Source: an optimization exercise on an open RTL-to-GDS flow (aim: a short achievable clock period). Production flows keep margins and buffers that such runs may drop. Only the layout flow was run in this run; the RTL was not checked for function there. Power is estimated from default activity; no workload was simulated.

File: flow/config.mk
export PLATFORM = sky130hd
export DESIGN_NAME = mips_pipeline
export DESIGN_NICKNAME = mips_pipeline
export VERILOG_FILES = /design/flow/design.v
export SDC_FILE = /design/flow/constraint.sdc
export NUM_CORES = 4
export LEC_CHECK = 0
export ABC_CLOCK_PERIOD_IN_PS = 1500
export CAP_MARGIN = 20
export CORE_MARGIN = 2
export CORE_UTILIZATION = 55
export SETUP_SLACK_MARGIN = 2.8
export SLEW_MARGIN = 20
export TNS_END_PERCENT = 100
File: flow/constraint.sdc
create_clock -name core_clock -period 5.0 [get_ports {clk}]
set_input_delay 1.0000 -clock core_clock [delete_from_list [all_inputs] [get_ports {clk}]]
set_output_delay 1.0000 -clock core_clock [all_outputs]
set_load 0.01 [all_outputs]
File: flow/design.v
package mips_pkg;
  typedef logic [31:0] word_t;
  typedef logic [4:0]  reg_addr_t;
  typedef logic [3:0]  alu_op_t;
  typedef logic [5:0]  opcode_t;
  typedef logic [5:0]  funct_t;
  typedef logic [5:0]  mem_addr_t;
  localparam int mem_depth = 64;
  localparam opcode_t op_rtype = 6'd0;
  localparam opcode_t op_lw    = 6'd35;
  localparam opcode_t op_sw    = 6'd43;
  localparam funct_t fn_add = 6'h20;
  localparam funct_t fn_sub = 6'h22;
  localparam funct_t fn_and = 6'h24;
  localparam funct_t fn_or  = 6'h25;
  localparam funct_t fn_nor = 6'h27;
  localparam funct_t fn_slt = 6'h2a;
  localparam alu_op_t alu_and = 4'd0;
  localparam alu_op_t alu_or  = 4'd1;
  localparam alu_op_t alu_add = 4'd2;
  localparam alu_op_t alu_sub = 4'd6;
  localparam alu_op_t alu_slt = 4'd7;
  localparam alu_op_t alu_nor = 4'd12;
  typedef union packed {
    struct packed {
      opcode_t   op;
      reg_addr_t rs;
      reg_addr_t rt;
      reg_addr_t rd;
      logic [4:0] shamt;
      funct_t    funct;
    } r;
    struct packed {
      opcode_t     op;
      reg_addr_t   rs;
      reg_addr_t   rt;
      logic [15:0] imm;
    } i;
  } instr_t;
endpackage
`timescale 1ns/1ps
module fetch_stage (
  input  logic                clk,
  input  logic                clr,
  input  logic                run,
  input  logic                load_we,
  input  logic                load_sel,
  input  mips_pkg::mem_addr_t load_addr,
  input  mips_pkg::word_t     load_data,
  output mips_pkg::word_t     pc,
  output logic                d_valid,
  output mips_pkg::instr_t    d_inst,
  output logic [31:1]         d_rs_oh,
  output logic [31:1]         d_rt_oh
);
  logic [31:2]           pc_q;
  logic [63:0]           fsel_q;
  logic [63:0]           fsel;
  logic [63:0][31:0]     imem;
  mips_pkg::word_t       fetch_word;
  always_ff @(posedge clk or negedge clr) begin
    if (!clr) begin
      pc_q <= '0;
    end else if (run) begin
      pc_q <= pc_q + 30'd1;
    end
  end
  assign pc = {pc_q, 2'b00};
  assign fsel = {fsel_q[63:1], ~fsel_q[0]};
  always_ff @(posedge clk or negedge clr) begin
    if (!clr) begin
      fsel_q <= '0;
    end else if (run) begin
      fsel_q <= {fsel[62:0], fsel[63]} ^ 64'd1;
    end
  end
  for (genvar i = 0; i < mips_pkg::mem_depth; i++) begin : g_imem
    always_ff @(posedge clk) begin
      if (!run && load_we && !load_sel && load_addr == 6'(i)) begin
        imem[i] <= load_data;
      end
    end
  end
  for (genvar b = 0; b < 32; b++) begin : g_rd
    logic [63:0] col;
    for (genvar i = 0; i < mips_pkg::mem_depth; i++) begin : g_col
      assign col[i] = imem[i][b];
    end
    assign fetch_word[b] = |(col & fsel);
  end
  always_ff @(posedge clk or negedge clr) begin
    if (!clr) begin
      d_valid <= 1'b0;
    end else begin
      d_valid <= run;
    end
  end
  always_ff @(posedge clk) begin
    d_inst <= fetch_word;
    for (int j = 1; j < 32; j++) begin
      d_rs_oh[j] <= (fetch_word[25:21] == 5'(j));
      d_rt_oh[j] <= (fetch_word[20:16] == 5'(j));
    end
  end
endmodule
`timescale 1ns/1ps
module decode_stage (
  input  logic                clk,
  input  logic                clr,
  input  logic                d_valid,
  input  mips_pkg::instr_t    d_inst,
  input  logic [31:1]         d_rs_oh,
  input  logic [31:1]         d_rt_oh,
  input  logic [31:1]         wb_wr_oh,
  input  mips_pkg::word_t     wb_wdata,
  output logic                e_wreg,
  output logic                e_m2reg,
  output logic                e_wmem,
  output logic                e_sub,
  output logic                e_slt,
  output logic                e_logic,
  output logic [2:0]          e_lop,
  output mips_pkg::reg_addr_t e_dest,
  output mips_pkg::word_t     e_a,
  output mips_pkg::word_t     e_b,
  output logic [7:0]          e_imm
);
  logic                wreg;
  logic                m2reg;
  logic                wmem;
  logic                is_r;
  logic                is_lw;
  logic                is_sw;
  logic                fn_ok;
  mips_pkg::word_t     qa;
  mips_pkg::word_t     qb;
  logic [31:1][31:0]   regs;
  logic [31:1][31:0]   regs_nx;
  assign is_r  = d_inst.r.op == mips_pkg::op_rtype;
  assign is_lw = d_inst.r.op == mips_pkg::op_lw;
  assign is_sw = d_inst.r.op == mips_pkg::op_sw;
  assign fn_ok = d_inst.r.funct == mips_pkg::fn_add || d_inst.r.funct == mips_pkg::fn_sub ||
                 d_inst.r.funct == mips_pkg::fn_and || d_inst.r.funct == mips_pkg::fn_or  ||
                 d_inst.r.funct == mips_pkg::fn_nor || d_inst.r.funct == mips_pkg::fn_slt;
  assign wreg  = d_valid && ((is_r && fn_ok) || is_lw);
  assign wmem  = d_valid && is_sw;
  assign m2reg = is_lw;
  for (genvar i = 1; i < 32; i++) begin : g_rf
    assign regs_nx[i] = wb_wr_oh[i] ? wb_wdata : regs[i];
    always_ff @(posedge clk) begin
      regs[i] <= regs_nx[i];
    end
  end
  for (genvar b = 0; b < 32; b++) begin : g_rd
    logic [31:1] col;
    for (genvar i = 1; i < 32; i++) begin : g_col
      assign col[i] = regs_nx[i][b];
    end
    assign qa[b] = |(col & d_rs_oh);
    assign qb[b] = |(col & d_rt_oh);
  end
  always_ff @(posedge clk or negedge clr) begin
    if (!clr) begin
      e_wreg <= 1'b0;
      e_wmem <= 1'b0;
    end else begin
      e_wreg <= wreg;
      e_wmem <= wmem;
    end
  end
  always_ff @(posedge clk) begin
    e_m2reg <= m2reg;
    e_sub   <= d_inst.r.funct == mips_pkg::fn_sub || d_inst.r.funct == mips_pkg::fn_slt;
    e_slt   <= d_inst.r.funct == mips_pkg::fn_slt;
    e_logic <= d_inst.r.funct[2];
    e_lop   <= {d_inst.r.funct == mips_pkg::fn_nor, d_inst.r.funct == mips_pkg::fn_or,
                d_inst.r.funct == mips_pkg::fn_and};
    e_dest  <= is_lw ? d_inst.i.rt : d_inst.r.rd;
    e_a     <= qa;
    e_b     <= qb;
    e_imm   <= d_inst.i.imm[7:0];
  end
endmodule
`timescale 1ns/1ps
module execute_stage (
  input  logic                clk,
  input  logic                clr,
  input  logic                e_wreg,
  input  logic                e_m2reg,
  input  logic                e_wmem,
  input  logic                e_sub,
  input  logic                e_slt,
  input  logic                e_logic,
  input  logic [2:0]          e_lop,
  input  mips_pkg::reg_addr_t e_dest,
  input  mips_pkg::word_t     e_a,
  input  mips_pkg::word_t     e_b,
  input  logic [7:0]          e_imm,
  output logic                m_wreg,
  output logic                m_m2reg,
  output logic                m_wmem,
  output mips_pkg::reg_addr_t m_dest,
  output logic [31:1]         m_dest_oh,
  output logic [63:0]         m_addr_oh,
  output logic                m_slt,
  output logic                m_logic,
  output logic                m_sgn_diff,
  output logic                m_a31,
  output logic [15:0]         m_lo,
  output logic                m_c16,
  output logic [15:0]         m_hi0,
  output logic [15:0]         m_hi1,
  output mips_pkg::word_t     m_lres,
  output mips_pkg::word_t     m_qb
);
  logic [16:0] lo_add;
  logic [16:0] lo_sub;
  logic [15:0] hi_add0;
  logic [15:0] hi_add1;
  logic [15:0] hi_sub0;
  logic [15:0] hi_sub1;
  logic [7:0]  addr;
  mips_pkg::word_t lres;
  assign lo_add  = {1'b0, e_a[15:0]} + {1'b0, e_b[15:0]};
  assign lo_sub  = {1'b0, e_a[15:0]} + {1'b0, ~e_b[15:0]} + 17'd1;
  assign hi_add0 = e_a[31:16] + e_b[31:16];
  assign hi_add1 = e_a[31:16] + e_b[31:16] + 16'd1;
  assign hi_sub0 = e_a[31:16] + ~e_b[31:16];
  assign hi_sub1 = e_a[31:16] + ~e_b[31:16] + 16'd1;
  assign lres = ({32{e_lop[0]}} & (e_a & e_b)) |
                ({32{e_lop[1]}} & (e_a | e_b)) |
                ({32{e_lop[2]}} & ~(e_a | e_b));
  assign addr = e_a[7:0] + e_imm;
  always_ff @(posedge clk or negedge clr) begin
    if (!clr) begin
      m_wreg <= 1'b0;
      m_wmem <= 1'b0;
    end else begin
      m_wreg <= e_wreg;
      m_wmem <= e_wmem;
    end
  end
  always_ff @(posedge clk) begin
    m_m2reg    <= e_m2reg;
    m_dest     <= e_dest;
    for (int j = 1; j < 32; j++) m_dest_oh[j] <= (e_dest == 5'(j));
    for (int j = 0; j < 64; j++) m_addr_oh[j] <= (addr[7:2] == 6'(j));
    m_slt      <= e_slt;
    m_logic    <= e_logic;
    m_sgn_diff <= e_a[31] ^ e_b[31];
    m_a31      <= e_a[31];
    m_lo       <= e_sub ? lo_sub[15:0] : lo_add[15:0];
    m_c16      <= e_sub ? lo_sub[16] : lo_add[16];
    m_hi0      <= e_sub ? hi_sub0 : hi_add0;
    m_hi1      <= e_sub ? hi_sub1 : hi_add1;
    m_lres     <= lres;
    m_qb       <= e_b;
  end
endmodule
`timescale 1ns/1ps
module memory_stage (
  input  logic                clk,
  input  logic                clr,
  input  logic                run,
  input  logic                load_we,
  input  logic                load_sel,
  input  mips_pkg::mem_addr_t load_addr,
  input  mips_pkg::word_t     load_data,
  input  logic                m_wreg,
  input  logic                m_m2reg,
  input  logic                m_wmem,
  input  mips_pkg::reg_addr_t m_dest,
  input  logic [31:1]         m_dest_oh,
  input  logic [63:0]         m_addr_oh,
  input  logic                m_slt,
  input  logic                m_logic,
  input  logic                m_sgn_diff,
  input  logic                m_a31,
  input  logic [15:0]         m_lo,
  input  logic                m_c16,
  input  logic [15:0]         m_hi0,
  input  logic [15:0]         m_hi1,
  input  mips_pkg::word_t     m_lres,
  input  mips_pkg::word_t     m_qb,
  output logic                wb_we,
  output mips_pkg::reg_addr_t wb_dest,
  output mips_pkg::word_t     wb_data,
  output logic [31:1]         wb_wr_oh,
  output mips_pkg::word_t     wb_wdata
);
  logic [63:0][31:0]   dmem;
  mips_pkg::word_t     mem_word;
  logic [15:0]         hi;
  logic                slt;
  mips_pkg::word_t     alu;
  mips_pkg::word_t     res;
  for (genvar i = 0; i < mips_pkg::mem_depth; i++) begin : g_dmem
    always_ff @(posedge clk) begin
      if (run && m_wmem && m_addr_oh[i]) begin
        dmem[i] <= m_qb;
      end else if (!run && load_we && load_sel && load_addr == 6'(i)) begin
        dmem[i] <= load_data;
      end
    end
  end
  for (genvar b = 0; b < 32; b++) begin : g_rd
    logic [63:0] col;
    for (genvar i = 0; i < mips_pkg::mem_depth; i++) begin : g_col
      assign col[i] = dmem[i][b];
    end
    assign mem_word[b] = |(col & m_addr_oh);
  end
  assign hi  = m_c16 ? m_hi1 : m_hi0;
  assign slt = m_sgn_diff ? m_a31 : hi[15];
  assign alu = m_logic ? m_lres : m_slt ? {31'd0, slt} : {hi, m_lo};
  assign res = m_m2reg ? mem_word : alu;
  always_ff @(posedge clk or negedge clr) begin
    if (!clr) begin
      wb_we    <= 1'b0;
      wb_wr_oh <= '0;
    end else begin
      wb_we    <= m_wreg;
      wb_wr_oh <= m_wreg ? m_dest_oh : '0;
    end
  end
  always_ff @(posedge clk) begin
    wb_dest  <= m_dest;
    wb_data  <= res;
    wb_wdata <= (mem_word & {32{m_m2reg}}) | (alu & {32{!m_m2reg}});
  end
endmodule
`timescale 1ns/1ps
module mips_pipeline (
  input  logic                clk,
  input  logic                clr,
  input  logic                run,
  input  logic                load_we,
  input  logic                load_sel,
  input  mips_pkg::mem_addr_t load_addr,
  input  mips_pkg::word_t     load_data,
  output mips_pkg::word_t     pc,
  output logic                wb_we,
  output mips_pkg::reg_addr_t wb_dest,
  output mips_pkg::word_t     wb_data
);
  logic                d_valid;
  mips_pkg::instr_t    d_inst;
  logic [31:1]         d_rs_oh;
  logic [31:1]         d_rt_oh;
  logic                e_wreg;
  logic                e_m2reg;
  logic                e_wmem;
  logic                e_sub;
  logic                e_slt;
  logic                e_logic;
  logic [2:0]          e_lop;
  mips_pkg::reg_addr_t e_dest;
  mips_pkg::word_t     e_a;
  mips_pkg::word_t     e_b;
  logic [7:0]          e_imm;
  logic                m_wreg;
  logic                m_m2reg;
  logic                m_wmem;
  mips_pkg::reg_addr_t m_dest;
  logic [31:1]         m_dest_oh;
  logic [63:0]         m_addr_oh;
  logic                m_slt;
  logic                m_logic;
  logic                m_sgn_diff;
  logic                m_a31;
  logic [15:0]         m_lo;
  logic                m_c16;
  logic [15:0]         m_hi0;
  logic [15:0]         m_hi1;
  mips_pkg::word_t     m_lres;
  mips_pkg::word_t     m_qb;
  logic [31:1]         wb_wr_oh;
  mips_pkg::word_t     wb_wdata;
  fetch_stage fetch_stage_inst (
    .clk, .clr, .run, .load_we, .load_sel, .load_addr, .load_data,
    .pc, .d_valid, .d_inst, .d_rs_oh, .d_rt_oh
  );
  decode_stage decode_stage_inst (
    .clk, .clr, .d_valid, .d_inst, .d_rs_oh, .d_rt_oh, .wb_wr_oh, .wb_wdata,
    .e_wreg, .e_m2reg, .e_wmem, .e_sub, .e_slt, .e_logic, .e_lop, .e_dest, .e_a, .e_b, .e_imm
  );
  execute_stage execute_stage_inst (
    .clk, .clr,
    .e_wreg, .e_m2reg, .e_wmem, .e_sub, .e_slt, .e_logic, .e_lop, .e_dest, .e_a, .e_b, .e_imm,
    .m_wreg, .m_m2reg, .m_wmem, .m_dest, .m_dest_oh, .m_addr_oh, .m_slt, .m_logic,
    .m_sgn_diff, .m_a31, .m_lo, .m_c16, .m_hi0, .m_hi1, .m_lres, .m_qb
  );
  memory_stage memory_stage_inst (
    .clk, .clr, .run, .load_we, .load_sel, .load_addr, .load_data,
    .m_wreg, .m_m2reg, .m_wmem, .m_dest, .m_dest_oh, .m_addr_oh, .m_slt, .m_logic,
    .m_sgn_diff, .m_a31, .m_lo, .m_c16, .m_hi0, .m_hi1, .m_lres, .m_qb,
    .wb_we, .wb_dest, .wb_data, .wb_wr_oh, .wb_wdata
  );
endmodule
File: flow/run.sh
#!/bin/bash
# synth_recipe.tcl (not shown) runs the flow's synth.tcl, then flattens the netlist and writes it again
# the make line also repeats each setting of config.mk as NAME=value (left out here)
make -C /OpenROAD-flow-scripts/flow DESIGN_CONFIG=/design/flow/config.mk WORK_HOME=/design/flow/orfs CLKGATE_MAP_FILE= SYNTH_SCRIPT=/design/flow/synth_recipe.tcl finish
==> run summary <==
The run stopped with a tool error. The stage where the run came to a stop is global routing (5_1_grt). The tool reported: "[ERROR RSZ-0074] Failed to build tree from global routes for pin '_16270_/Y' and net '_06935_' at grid (327750, 286350): found route to 5 pins, expected 6". The share of async-settable or async-resettable flops after synthesis is under 10%. The count of cell types in the netlist is 73.

The congestion estimate from routability-driven global placement came to just under 1. The cell count after synthesis came out at 15,000. Among all flip-flop cells after synthesis, the most frequent one is sky130_fd_sc_hd__edfxtp_1. The setup slack after placement is between 0.6 and 0.7 ns. Of all cell types, the one taking the most synthesized area is sky130_fd_sc_hd__edfxtp_1.

The fraction of the mapped netlist area in compound gates is approximately 11%. The cell area after synthesis is 225,000 µm². After synthesis, the mean cell area works out to around 15 µm². The number of buffers created by CTS came out at about 580. The starting density of the core came out at 55.1%. The most frequent cell after synthesis is sky130_fd_sc_hd__edfxtp_1. The largest net degree at the start of global routing came out at just under 80. The root buffer cell chosen for the clock tree is sky130_fd_sc_hd__clkbuf_16. The area fraction in and, or, nand and nor cells after synthesis came out at around 3.5%. The sequential-to-total area share from yosys stat is approximately two thirds. The number of buffer cells added on primary ports came out at 110. The number of rows in the core area is ~240.

The die is 644 µm tall. The proportion of netlist area held by the largest area contributor came out at 52.0%. Sorting the synthesized cells by how often they occur yields sky130_fd_sc_hd__edfxtp_1 (3,904), sky130_fd_sc_hd__mux2_2 (3,120), sky130_fd_sc_hd__dfxtp_1 (1,416), sky130_fd_sc_hd__a22oi_1 (1,225), sky130_fd_sc_hd__clkbuf_1 (1,113). The clock passes through at most 4 buffers. The number of sinks on the clock net is approximately 5,500.

The proportion of synthesized area in mux cells came out at 15.6%. The number of warnings printed during yosys synthesis is 4. After synthesis, the largest family of logic cells by area is multiplexers. The width of the die is between 600 and 700 µm. After legalization and detailed placement, the total HPWL measured 636 mm. Counting flops with a built-in enable in the synthesized netlist gives slightly below 4,000. The placed instance area is around 240,000 µm². The count of H-tree levels built during CTS is 6.

In the post-synthesis netlist, the biggest area contributors are sky130_fd_sc_hd__edfxtp_1 (52%), sky130_fd_sc_hd__mux2_2 (16%), sky130_fd_sc_hd__dfxtp_1 (13%). After Yosys synthesis, full adders, half adders and majority gates account for 0.449% of the synthesized area. The number of top-level pins is between 100 and 150. After synthesis the netlist holds a flip-flop and latch count of about 5,500. The xor/xnor cell area share of the yosys netlist came out at less than 1%.
==> power groups by stage <==
stage / Clock [µW] / Sequential (µW) / Combinational, µW
2_1_floorplan: 0 / 50200 / 5230
3_3_place_gp: 0 / 51500 / 9440
3_5_place_dp: 0 / 51500 / 9600
4_1_cts: 42600 / 50000 / 13000
==> cell families after synthesis <==
kind of cell    Yosys count
buf+inv                1579
flops                  5451
fa+ha+maj                79
other cells               1
xor+xnor                 94
compound gates         3131
simple gates           1524
mux                    3124
==> worst min-delay path by stage <==
stage,from,to,depth (start not counted)
2_1_floorplan,fetch_stage_inst.d_inst[6]$_DFF_P_,decode_stage_inst.e_imm[6]$_DFF_P_,0
3_3_place_gp,execute_stage_inst.m_dest[1]$_DFF_P_,memory_stage_inst.wb_dest[1]$_DFF_P_,0
3_5_place_dp,execute_stage_inst.m_dest[2]$_DFF_P_,memory_stage_inst.wb_dest[2]$_DFF_P_,0
4_1_cts,load_data[6],fetch_stage_inst.imem[1254]$_DFFE_PP_,1
==> repair_timing <==
action	4_1_cts
hold buffers	1
pin swaps	593
cloned	233
endpoints found under the setup margin	6260
endpoints found under the hold margin	1
buffers inserted	1365
resized for setup	2949
==> per-stage QoR <==
step | total power, µW | hold slack (ns) | std cells | utilization (%)
4_1_cts | 106000 | 0.214 | 22400 | 72.3
3_5_place_dp | 61100 | 0.312 | 19700 | 59.9
3_3_place_gp | 61000 | 0.317 | 19700 | 59.8
2_1_floorplan | 55400 | 0.310 | 15000 | -
